What follows belongs to an exercise in optimizing a design on an open flow for small area and a short achievable clock period; a production flow would make more cautious choices. Only simulation tests tie the RTL to the original design; equivalence was not proved. Power is estimated from default activity; no workload was simulated.

rev 12:
Design dct2d, start of the top module:
module dct2d (
  input  logic              clk,
  input  logic              rst_n,
  input  logic              x_valid,
  input  logic signed [7:0] x_data,
  output logic              y_valid,
  output logic signed [13:0] y_data
);
  logic                                xValid;
  logic signed [dctPkg::SAMPLE_W-1:0]  xData;
  logic signed [dctPkg::STAGE_W-1:0]   rowData;
  logic                                rowSoon;
  logic signed [dctPkg::STAGE_W-1:0]   colIn;
  logic                                colInValid;
  logic signed [dctPkg::COL_W-1:0]     colData;
  assign xValid = x_valid;
  assign xData  = x_data;
  dctPass #(
    .IN_W  (dctPkg::SAMPLE_W),
    .OUT_W (dctPkg::STAGE_W),
    .GAPS  (1'b1),
    .OUT_REG (1'b0)
  ) rowPass (
    .clk      (clk),
    .rst_n    (rst_n),
    .inData   (xData),
    .inValid  (xValid),
    .outData  (rowData),
    .outValid (),
    .outSoon  (rowSoon)
  );
  transposeBuffer #(
    .W (dctPkg::STAGE_W)
  ) tBuf (
    .clk     (clk),
    .rst_n   (rst_n),
    .wrSoon  (rowSoon),
    .wrData  (rowData),
    .rdData  (colIn),
    .rdValid (colInValid)
  );
  dctPass #(
    .IN_W  (dctPkg::STAGE_W),
    .OUT_W (dctPkg::COL_W),
    .GAPS  (1'b0),
    .OUT_REG (1'b1)
  ) colPass (
    .clk      (clk),
    .rst_n    (rst_n),
    .inData   (colIn),
    .inValid  (colInValid),
    .outData  (colData),
    .outValid (y_valid),
    .outSoon  ()
  );
  assign y_data = dctPkg::OUT_W'(colData);
endmodule
Size: about 5300 cells after synthesis, about 1500 flip-flops, roughly 68000 um^2 of cells after synthesis.
export LEC_CHECK = 0
export ABC_CLOCK_PERIOD_IN_PS = 2700
export CAP_MARGIN = 20
export CORE_MARGIN = 2
export CORE_UTILIZATION = 45
export CTS_CLUSTER_DIAMETER = 120
export CTS_CLUSTER_SIZE = 28
export SETUP_SLACK_MARGIN = 4.3
export SLEW_MARGIN = 20
create_clock -name core_clock -period 7.0 [get_ports {clk}]
run.sh (not shown) runs the stock make flow with config.mk's settings and CLKGATE_MAP_FILE= SYNTH_SCRIPT=/design/flow/synth_recipe.tcl, a recipe that flattens the netlist after the stock synthesis.
### rev 12 -> rev 13
Settings: CTS_CLUSTER_SIZE: 28 -> 24; CTS_CLUSTER_DIAMETER: 120 -> 100.
All of rev 12 and rev 13 finish clean. Highest attainable clock frequency (rev 13 over rev 12): decrease, about 1.3%. When rev 13 is set beside rev 12, its worst slew slack as a fraction of its limit turns out to be 0.35 points larger. Summary of rev 13 over rev 12: layout buffer count excluding clock buffers has decreased; global-route usage closely matched the old numbers; share of the core filled with cells in the final layout now larger. In rev 13, the maximum vdd drop came out 0.076 mV below the value in rev 12.

========
dct2d, a different RTL version from the one above (not shown whole).
Size in the first run: about 26 I/O pins, about 0.072 sq mm of cells after synthesis.
// dct2d
module dct2d (
  input  logic              clk,
  input  logic              rst_n,
  input  logic              x_valid,
  input  logic signed [7:0] x_data,
  output logic              y_valid,
  output logic signed [13:0] y_data
);
  logic                                xValid;
  logic signed [dctPkg::SAMPLE_W-1:0]  xData;
  logic signed [dctPkg::STAGE_W-1:0]   rowData;
  logic                                rowSoon;
  logic signed [dctPkg::STAGE_W-1:0]   colIn;
  logic                                colInValid;
  logic signed [dctPkg::COL_W-1:0]     colData;
  always_ff @(posedge clk or negedge rst_n) begin
    if (!rst_n) xValid <= 1'b0;
    else        xValid <= x_valid;
  end
  always_ff @(posedge clk) begin
    xData <= x_data;
  end
  dctPass #(
    .IN_W  (dctPkg::SAMPLE_W),
    .OUT_W (dctPkg::STAGE_W),
    .GAPS  (1'b1)
  ) rowPass (
    .clk      (clk),
    .rst_n    (rst_n),
    .inData   (xData),
    .inValid  (xValid),
    .outData  (rowData),
    .outValid (),
    .outSoon  (rowSoon)
  );
  ...
clock: 7.0 ns
lec_check: 0
cap_margin: 20
core_margin: 2
core_utilization: 45
slew_margin: 20
Edit:
--- a/flow/config.mk
+++ b/flow/config.mk
@@ -6,6 +6,8 @@
 export NUM_CORES = 4
 export LEC_CHECK = 0
+export ABC_CLOCK_PERIOD_IN_PS = 2800
 export CAP_MARGIN = 20
 export CORE_MARGIN = 2
 export CORE_UTILIZATION = 45
+export SETUP_SLACK_MARGIN = 4.2
 export SLEW_MARGIN = 20
What happened:
- The new run produced a clean layout
- via count increases slightly
- utilization increases by 0.56 points
- clock skew decreases by 0.0046 ns
- power increases by a few percent
- critical path depth stays the same
- setup slack gains 0.58 ns
- sequential power hardly moves
- count of clock-buffer cells in the layout decreases by 3

========
## job 3200
dct2d, a different RTL version from the one above (not shown whole).
Size in the first run: ~5400 cells after synthesis, about 1500 flip-flops, ~26 I/O pins, ~0.068 mm² of cells after synthesis.
==> flow/config.mk <==
export PLATFORM = sky130hd
export DESIGN_NAME = dct2d
export DESIGN_NICKNAME = dct2d
export VERILOG_FILES = /design/flow/design.v
export SDC_FILE = /design/flow/constraint.sdc
export NUM_CORES = 4
export LEC_CHECK = 0
export ABC_CLOCK_PERIOD_IN_PS = 2800
export CAP_MARGIN = 20
export CORE_MARGIN = 2
export CORE_UTILIZATION = 45
export CTS_CLUSTER_DIAMETER = 100
export CTS_CLUSTER_SIZE = 24
export SETUP_SLACK_MARGIN = 4.2
export SLEW_MARGIN = 20
==> flow/constraint.sdc <==
create_clock -name core_clock -period 7.0 [get_ports {clk}]
set_input_delay 1.4000 -clock core_clock [delete_from_list [all_inputs] [get_ports {clk}]]
set_output_delay 1.4000 -clock core_clock [all_outputs]
set_load 0.01 [all_outputs]
Job 3200: full flow OK, the timing, design-rule and antenna checks passed
Changes in job 1848 relative to job 3200:
Settings: SETUP_SLACK_MARGIN now 4.5, was 4.2; ABC_CLOCK_PERIOD_IN_PS now 2500, was 2800.
--- outcome ---
Pin count of the biggest net entering global routing: job 1848 < job 3200
The first element of the critical path comes out tBuf.rdLo[0] in one run and colPass.outValid in the other, namely in job 3200 and job 1848 respectively.
Diff job 3200..job 1848 | clock-cell share of area | negligible
Worst ir drop on vdd: job 1848 vs job 3200 up about 40%
Taking job 3200 as the reference, in job 1848 worst stage delay on the critical path moved down, post-synthesis to final-layout area growth increased by 3.8 points relative to the old numbers, worst hold slack decreased by 0.013 ns relative to the old numbers.
In job 1848, the net count reported at finish came out 96 above the value in job 3200.

========
== fjord ==
Another version of the RTL of dct2d (not shown whole).
For scale: ~1500 flip-flops, roughly 68000 um2 of cells after synthesis.
Settings: LEC_CHECK=0, ABC_CLOCK_PERIOD_IN_PS=2700, CAP_MARGIN=20, CORE_MARGIN=2, CORE_UTILIZATION=60, CTS_CLUSTER_DIAMETER=100, CTS_CLUSTER_SIZE=24, SETUP_SLACK_MARGIN=4.3, SLEW_MARGIN=20; clock period 7.0 ns.
Relative to fjord, the following input files were edited for umber:
--- a/flow/config.mk
+++ b/flow/config.mk
@@ -8 +8 @@
-export ABC_CLOCK_PERIOD_IN_PS = 2700
+export ABC_CLOCK_PERIOD_IN_PS = 2500
@@ -11 +11 @@
-export CORE_UTILIZATION = 60
+export CORE_UTILIZATION = 45
@@ -14 +14 @@
-export SETUP_SLACK_MARGIN = 4.3
+export SETUP_SLACK_MARGIN = 4.5
==> summary.txt <==
Summary of umber over fjord: clock share of power down 0.3 points; worst hold margin flat; share of the clock period used by the worst path after layout up 0.94 points. When the final numbers for fjord and umber were put side by side, the fraction of area in multi-input gates turned out to be smaller in umber. umber vs. fjord: initial core utilization fell by 15 points, clock skew rose by 0.0075 ns, utilization fell by 14 points, non-clock buffer count rose by about 120%. Worst vdd rail ir drop grows slightly when moving from fjord to umber.
Edits applied to the flow inputs when going from umber to cedar:
--- a/flow/config.mk
+++ b/flow/config.mk
@@ -8 +8 @@
-export ABC_CLOCK_PERIOD_IN_PS = 2500
+export ABC_CLOCK_PERIOD_IN_PS = 2700
@@ -14 +14 @@
-export SETUP_SLACK_MARGIN = 4.5
+export SETUP_SLACK_MARGIN = 4.3
==> summary.txt <==
- Reported for cedar and umber, number of primary I/O pins turned out identical to the last digit.
- In the metrics for cedar and umber, the one carrying the lower part of the total power dissipated in sequential elements is umber.
- The top contributor to total power comes out sequential cells in one run and combinational logic in the other, namely in cedar and umber respectively.
- Cmp cedar vs umber: met1 track demand over resource lower in cedar
- NOTE: number of nets in the layout in cedar falls short of that of umber
- For the count of inserted antenna diode cells, cedar came in 2 higher than umber did.
- umber has higher final instance count without filler cells than cedar.

========
Setup of P:
Another version of the RTL of dct2d (not shown whole).
Size: about 5500 cells after synthesis, roughly 1500 flip-flops, about 26 I/O pins.
export LEC_CHECK = 0
export ABC_CLOCK_PERIOD_IN_PS = 2500
export CAP_MARGIN = 20
export CORE_MARGIN = 2
export CORE_UTILIZATION = 45
export SETUP_SLACK_MARGIN = 4.5
export SLEW_MARGIN = 20
create_clock -name core_clock -period 7.0 [get_ports {clk}]
--- input diff P..Q ---
- putting CTS_CLUSTER_DIAMETER at 100 where nothing was set
- putting CTS_CLUSTER_SIZE at 24 where nothing was set
Findings:
- A endpoint of the most critical setup path of colPass.sumS[0] is what Q shows, while y_valid belongs to P.
- Taking P as the reference, in Q fraction of layout instances using a drive strength above 1 now sits lower; global-route wire length before repair went down 1.4%.
- On area of all sequential standard cells, Q tracks P almost exactly.
- In Q, the number of detailed-route iterations in the first pass came out 2 below the value in P.
What R does differently from Q at the input level:
- CTS_CLUSTER_SIZE: 24 -> unset
- SETUP_SLACK_MARGIN: 4.5 -> 4.2
- CTS_CLUSTER_DIAMETER: 100 -> unset
- ABC_CLOCK_PERIOD_IN_PS: 2500 -> 2800
### Flow results
Of the two values seen for highest metal layer used by the detailed router, met5 was produced by Q and met4 by R.
Cmp R vs Q: post-route core utilization higher in R
Q -> R: maximum number of pins on one net before global-route repair decreased by more than 10%
Worst slack at placement: R vs Q down 0.048 ns

========
dct2d again, from the RTL that the note above started with.
clock: 7.0 ns
lec_check: 0
abc_clock_period_in_ps: 2800
cap_margin: 20
core_margin: 2
core_utilization: 45
cts_cluster_diameter: 100
cts_cluster_size: 24
setup_slack_margin: 4.2
slew_margin: 20
==> next run, changes <==
Settings changed: CTS_CLUSTER_DIAMETER 100 to 150, CTS_CLUSTER_SIZE 24 to 30.
Result:
- final area fell by about 1%
- non-clock buffer count went down by 2
- clock skew decreases by 5.2 ps
- sequential share of layout area came out higher by 0.53 points
- utilization falls by 0.48 points
- sequential power hardly moves
- power falls by about 3%
- routed wire length came out lower by about 0.6%
- via count stays flat

what the ideal ports hide:
No port has a modelled driver above. Below, the same layouts with a new extraction and two added sets of constraints. Step 1, drivers: a clkbuf_16 drives clk and a buf_2 each remaining input, both assumed. Step 2 moves the port delays by t, midway between the first and last clock arrival at a register: inputs arrive t later, outputs are due t later. That takes back most of the time a late clock gives input paths. Slacks: ideal / step 1 / step 2; pairs: ideal / step 1.
run	shift t [ns]	setup slack, ns	worst setup path after step 2	clock arrival spread, ns
rev 12	0.791	4.333 / 4.313 / 3.743	input to register	0.039 / 0.038
rev 13	0.754	4.299 / 4.296 / 3.729	input to register	0.034 / 0.033
the first run of note 2	0.881	3.541 / 3.541 / 3.541	register to register	0.058 / 0.059
the second run of note 2	0.871	4.123 / 4.123 / 4.123	register to register	0.053 / 0.053
job 3200	0.781	4.091 / 4.091 / 3.712	input to register	0.072 / 0.072
job 1848	0.791	4.285 / 4.198 / 3.979	input to register	0.059 / 0.059
fjord	0.750	4.281 / 4.275 / 3.740	input to register	0.029 / 0.029
umber	0.767	4.216 / 4.216 / 3.889	input to register	0.036 / 0.036
cedar	0.770	4.309 / 4.285 / 3.698	input to register	0.035 / 0.035
P	0.852	4.216 / 4.144 / 4.321	register to register	0.033 / 0.034
Q	0.763	4.215 / 4.215 / 4.215	register to register	0.046 / 0.046
R	0.863	4.147 / 4.147 / 4.147	register to register	0.038 / 0.038
the first run of note 6	0.772	4.202 / 4.202 / 4.202	register to register	0.046 / 0.046
the second run of note 6	0.784	4.198 / 4.198 / 4.198	register to register	0.038 / 0.038
After both steps every run listed still meets setup and hold. The setup slack of cedar, which loses most, moves by -0.024 ns with the drivers and by -0.611 ns with both steps.
